Source: an optimization exercise on an open RTL-to-GDS flow (aim: small area, a short achievable clock period and few clock cycles per item). Production flows keep margins and buffers that such runs may drop.
RTL that was checked went through simulation tests only; none was proved equivalent to the original.

the reference run:
Design vector_floating_point_divide_unit_iterative, start of the top module:
module vector_floating_point_divide_unit_iterative #(
  parameter int VLEN = 128,
  parameter int SEW  = 32
) (
  input  logic            clock,
  input  logic            reset,
  input  logic            flush,
  input  logic            in_valid,
  output logic            in_ready,
  input  logic            reverse,
  input  logic [VLEN-1:0] vs2,
  input  logic [VLEN-1:0] vs1,
  output logic            out_valid,
  input  logic            out_ready,
  output logic [VLEN-1:0] vd,
  output logic [4:0]      fflags
);
clock: 5.5 ns
lec_check: 0
cap_margin: 20
core_margin: 2
core_utilization: 50
cts_cluster_diameter: 80
cts_cluster_size: 20
setup_slack_margin: 2.0
slew_margin: 20
tns_end_percent: 0
standard.sh (not shown) runs the stock make flow with config.mk's settings and CLKGATE_MAP_FILE= SYNTH_SCRIPT=/design/flow/synth_recipe.tcl, a recipe that flattens the netlist after the stock synthesis.
==> flow/flow/run.sh <==
#!/bin/bash
set -o pipefail
cp standard.sh standard_sh.txt
export BUFFER_PORTS_ARGS="-buffer_cell sky130_fd_sc_hd__buf_1"
bash standard.sh > standard.log 2>&1
The reference run ended with every stage complete and zero timing, DRC or antenna violations.
> inputs changed (the reference run -> the trial run)
--- a/flow/design.v
+++ b/flow/design.v
@@ -27,21 +27,18 @@
 endpackage
 module fp32_divide_lane (
   input  logic        clock,
   input  logic        load,
   input  logic        step,
   input  logic        fin1,
   input  logic        round,
   input  logic [30:0] op_a,
   input  logic [30:0] op_b,
-  input  logic [22:19] op_x,
-  input  logic [22:19] op_y,
-  input  logic        reverse,
   input  logic        sign_in,
   output logic [31:0] result,
   output logic [4:0]  flags
 );
   localparam int NV = vector_floating_point_divide_unit_iterative_pkg::FF_NV;
   localparam int DZ = vector_floating_point_divide_unit_iterative_pkg::FF_DZ;
   localparam int OF = vector_floating_point_divide_unit_iterative_pkg::FF_OF;
   localparam int UF = vector_floating_point_divide_unit_iterative_pkg::FF_UF;
   localparam int NX = vector_floating_point_divide_unit_iterative_pkg::FF_NX;
@@ -1029,32 +1026,24 @@
   logic [26:0] sum, cy;
   assign sum = s_q ^ c_q ^ addend;
   assign cy  = (s_q & c_q) | (s_q & addend) | (c_q & addend);
   logic [26:0] mag_t, addend_t;
   logic [24:17] sum_t, cy_t;
   assign mag_t    = mag;
   assign addend_t = addend;
   assign sum_t    = s_q[24:17] ^ c_q[24:17] ^ addend_t[24:17];
   assign cy_t     = (s_q[24:17] & c_q[24:17]) | (s_q[24:17] & addend_t[24:17]) | (c_q[24:17] & addend_t[24:17]);
-  logic [6:0] est_n;
+  logic [6:0] est_n, est_ld;
   logic [3:0] dg_n, dg_ld;
   assign est_n  = sum_t[24:18] + cy_t[23:17];
   assign dg_n   = sel_digit(d_q[22:20], est_n);
-  logic       h_xy, h_yx;
-  logic [6:0] est_xy, est_yx;
-  logic [3:0] dg_xy, dg_yx;
-  assign h_xy   = (op_x[22:20] <= op_y[22:20]);
-  assign h_yx   = (op_y[22:20] <= op_x[22:20]);
-  assign est_xy = h_xy ? {2'b00, 1'b1, op_x[22:19]} : {3'b000, 1'b1, op_x[22:20]};
-  assign est_yx = h_yx ? {2'b00, 1'b1, op_y[22:19]} : {3'b000, 1'b1, op_y[22:20]};
-  assign dg_xy  = sel_digit(op_y[22:20], est_xy);
-  assign dg_yx  = sel_digit(op_x[22:20], est_yx);
-  assign dg_ld  = reverse ? dg_yx : dg_xy;
+  assign est_ld = h_in ? {2'b00, 1'b1, op_a[22:19]} : {3'b000, 1'b1, op_a[22:20]};
+  assign dg_ld  = sel_digit(op_b[22:20], est_ld);
   logic [25:0] q_dec;
   logic [1:0]  dig;
   assign q_dec = q_q - 26'd1;
   assign dig   = {qtwo | (qone & qneg), qone};
   logic        neg, nz, neg_c, nz_c;
   logic [26:0] wsum;
   assign wsum  = s_q + c_q;
   assign neg_c = wsum[26];
   assign nz_c  = ((s_q ^ c_q) != {(s_q[25:0] | c_q[25:0]), 1'b0});
@@ -1225,21 +1214,18 @@
     assign vd[32*i +: 32] = lane_res[i];
     fp32_divide_lane u_lane (
       .clock    (clock),
       .load     (ready),
       .step     (it_q),
       .fin1     (fin1_q),
       .round    (round_now),
       .op_a     (op_a),
       .op_b     (op_b),
-      .op_x     (vs2[32*i+19 +: 4]),
-      .op_y     (vs1[32*i+19 +: 4]),
-      .reverse  (reverse),
       .sign_in  (vs1[32*i+31] ^ vs2[32*i+31]),
       .result   (lane_res[i]),
       .flags    (lane_flags[i])
     );
   end
   always_comb begin
     flags_or = '0;
     for (int i = 0; i < NUM_LANES; i++) flags_or = flags_or | lane_flags[i];
   end
- Sort the trial run and the reference run by aggregate global-route resource usage desc -> top: the reference run
- The trial run vs the reference run — required arrival time at the worst endpoint dropped 0.15 ns.
- Number of sequential cells in the layout came out exactly the same in the trial run and the reference run.
- Final routed wirelength across all metal layers sits lower in the trial run than in the reference run.
- Relative to the reference run, post-route cell area has increased by about 1% in the trial run.
- The reference run has higher via count than the trial run.
- In the metrics for the trial run and the reference run, the one carrying the higher fraction of the cycle the final worst path needs is the reference run.
- Any difference in adder-cell share of the synthesized area between the reference run and the trial run is small enough to ignore.
- When the trial run is set beside the reference run, its worst relative slew slack turns out to be 5.3 points smaller.
- Lower flop-to-flop setup slack goes to the reference run over the trial run.
Testbench counts of the trial run, summed over its fixed seeds: cycles 26,904, items 1,920.
The RTL of the reference run was laid out without a check of its function.

========
RTL: one of the versions met above, not the one the previous note started from.
Size: roughly 640 flip-flops, about 400 I/O pins, about 47,000 µm² of cells after synthesis.
clock: 5.5 ns
lec_check: 0
cap_margin: 20
core_margin: 2
core_utilization: 50
setup_slack_margin: 2.0
slew_margin: 20
tns_end_percent: 0
Scripts as last shown in full above: flow/flow/run.sh
Testbench counts at the start, summed over its fixed seeds: cycles 26,904, items 1,920.
Then changed:
--- a/flow/design.v
+++ b/flow/design.v
@@ -1006,78 +1006,76 @@
       10'd1007: r = 4'b0010;
       10'd1008: r = 4'b0010;
       10'd1009: r = 4'b0010;
       10'd1010: r = 4'b0010;
       10'd1011: r = 4'b0010;
       10'd1012: r = 4'b0010;
       10'd1013: r = 4'b0010;
       default: r = 4'b0000;
     endcase
     sel_digit = r;
   endfunction
   logic [3:0] dg_q;        
+  logic [2:0] dgs_q;       
   logic qpos, qneg, qone, qtwo;
   assign qpos = dg_q[3] | dg_q[2];
   assign qneg = dg_q[1] | dg_q[0];
   assign qone = dg_q[2] | dg_q[1];
   assign qtwo = dg_q[3] | dg_q[0];
   logic [26:0] mag, addend;
   assign mag    = ({27{qone}} & {3'b000, 1'b1, d_q}) | ({27{qtwo}} & {2'b00, 1'b1, d_q, 1'b0});
   assign addend = qpos ? ~mag : mag;
   logic [26:0] sum, cy;
   assign sum = s_q ^ c_q ^ addend;
   assign cy  = (s_q & c_q) | (s_q & addend) | (c_q & addend);
   logic [26:0] mag_t, addend_t;
   logic [24:17] sum_t, cy_t;
-  assign mag_t    = mag;
-  assign addend_t = addend;
+  assign mag_t    = ({27{dgs_q[1]}} & {3'b000, 1'b1, d_q}) | ({27{dgs_q[0]}} & {2'b00, 1'b1, d_q, 1'b0});
+  assign addend_t = dgs_q[2] ? ~mag_t : mag_t;
   assign sum_t    = s_q[24:17] ^ c_q[24:17] ^ addend_t[24:17];
   assign cy_t     = (s_q[24:17] & c_q[24:17]) | (s_q[24:17] & addend_t[24:17]) | (c_q[24:17] & addend_t[24:17]);
   logic [6:0] est_n, est_ld;
   logic [3:0] dg_n, dg_ld;
   assign est_n  = sum_t[24:18] + cy_t[23:17];
   assign dg_n   = sel_digit(d_q[22:20], est_n);
   assign est_ld = h_in ? {2'b00, 1'b1, op_a[22:19]} : {3'b000, 1'b1, op_a[22:20]};
   assign dg_ld  = sel_digit(op_b[22:20], est_ld);
   logic [25:0] q_dec;
   logic [1:0]  dig;
   assign q_dec = q_q - 26'd1;
   assign dig   = {qtwo | (qone & qneg), qone};
   logic        neg, nz, neg_c, nz_c;
   logic [26:0] wsum;
   assign wsum  = s_q + c_q;
   assign neg_c = wsum[26];
   assign nz_c  = ((s_q ^ c_q) != {(s_q[25:0] | c_q[25:0]), 1'b0});
   assign neg   = fin1 ? neg_c : neg_q;
   assign nz    = fin1 ? nz_c  : nz_q;
   logic        lead1, norm, r, xb, lsb, up, inexact;
   logic [22:0] frac, fr, fr_inc;
-  logic [23:0] inc_a, inc_b;
   logic        c_inc, c;
   logic [9:0]  e0, e_inc, e_fin;
   logic        ovf, unf, ovf0, unf0, ovf1, unf1;
   logic [31:0] rnd_res;
   logic [4:0]  rnd_flags;
   always_comb begin
     lead1   = q_q[25];
     norm    = ~h_q | lead1;
     frac    = lead1 ? q_q[24:2] : q_q[23:1];
     r       = lead1 ? q_q[1]    : q_q[0];
     xb      = lead1 & q_q[0];
     lsb     = frac[0];
     up      = r & (xb | (~neg & (lsb | nz)));
     inexact = r | xb | nz;
-    inc_a   = {1'b0, q_q[24:2]} + 24'd1;
-    inc_b   = {1'b0, q_q[23:1]} + 24'd1;
-    {c_inc, fr_inc} = lead1 ? inc_a : inc_b;
+    {c_inc, fr_inc} = {1'b0, frac} + 24'd1;
     fr      = up ? fr_inc : frac;
     c       = up & c_inc;
     e0      = e_q + {9'd0, norm};
     e_inc   = e0 + 10'd1;
     ovf0    = ($signed(e0) >= 10'sd255);
     unf0    = ($signed(e0) <= 10'sd0);
     ovf1    = ($signed(e_inc) >= 10'sd255);
     unf1    = ($signed(e_inc) <= 10'sd0);
     e_fin   = c ? e_inc : e0;
     ovf     = c ? ovf1 : ovf0;
     unf     = c ? unf1 : unf0;
     rnd_flags = '0;
@@ -1099,28 +1097,30 @@
       rnd_flags[NX] = 1'b1;
     end else begin
       rnd_res       = {s_sign_q, e_fin[7:0], fr};
       rnd_flags[NX] = inexact;
     end
   end
   assign flags = rnd_flags;
   always_ff @(posedge clock) begin
     if (load) begin
       s_q   <= h_in ? {2'b00, 1'b1, op_a[22:0], 1'b0} : {3'b000, 1'b1, op_a[22:0]};
       c_q   <= '0;
       dg_q  <= dg_ld;
+      dgs_q <= {dg_ld[3] | dg_ld[2], dg_ld[2] | dg_ld[1], dg_ld[3] | dg_ld[0]};
     end else begin
       s_q   <= {sum[24:0], 2'b00};
       c_q   <= {cy[23:0], qpos, 2'b00};
       dg_q  <= dg_n;
+      dgs_q <= {dg_n[3] | dg_n[2], dg_n[2] | dg_n[1], dg_n[3] | dg_n[0]};
     end
   end
   always_ff @(posedge clock) begin
     if (load) begin
       d_q       <= op_b[22:0];
       e_q       <= e_in;
       h_q       <= h_in;
       s_sign_q  <= sign_in;
       sp_nan_q  <= p_nan;
       sp_inf_q  <= p_inf;
       sp_zero_q <= p_zero;
       sp_nv_q   <= p_nv;
=> Fmax fell slightly. Routed wire length climbs by a few percent. Global-route usage climbs by 0.69 points. Non-clock buffer count grows by 16. Final cell count increases by a few percent. Clock skew is about the same. Core utilization barely changes. Cell area rises by a few percent.
Function not checked in the second run of this note: the RTL went through the layout flow alone.

[static timing again, ports no longer ideal]
The results above use ideal ports. As a check the final layouts listed here were re-extracted and re-timed, cells and wires unchanged.
Step 1 assumes that a clkbuf_16 drives the clock port and a buf_2 every other input.
Step 2 times the ports against the registers' clock, not the clock port: input delays grow and output delays shrink by t, the midpoint of the rising clock arrivals with the driver on.
Slacks: no drivers / after step 1 / after step 2; pairs: no drivers / after step 1.
run	t, ns	setup slack, ns	worst setup path after step 2	worst data-port slew with drivers (ns)
the reference run	0.690	1.707 / 1.707 / 1.149	input to register	0.14
the trial run	0.704	1.798 / 1.798 / 1.211	input to register	0.13
the first run of note 2	0.703	1.767 / 1.767 / 1.195	input to register	0.12
the second run of note 2	0.709	1.695 / 1.695 / 1.181	input to register	0.25
After both steps setup and hold are still met in every run listed. The setup slack of the trial run, which loses most, moves by 0.000 ns with the drivers and by -0.587 ns with both steps.
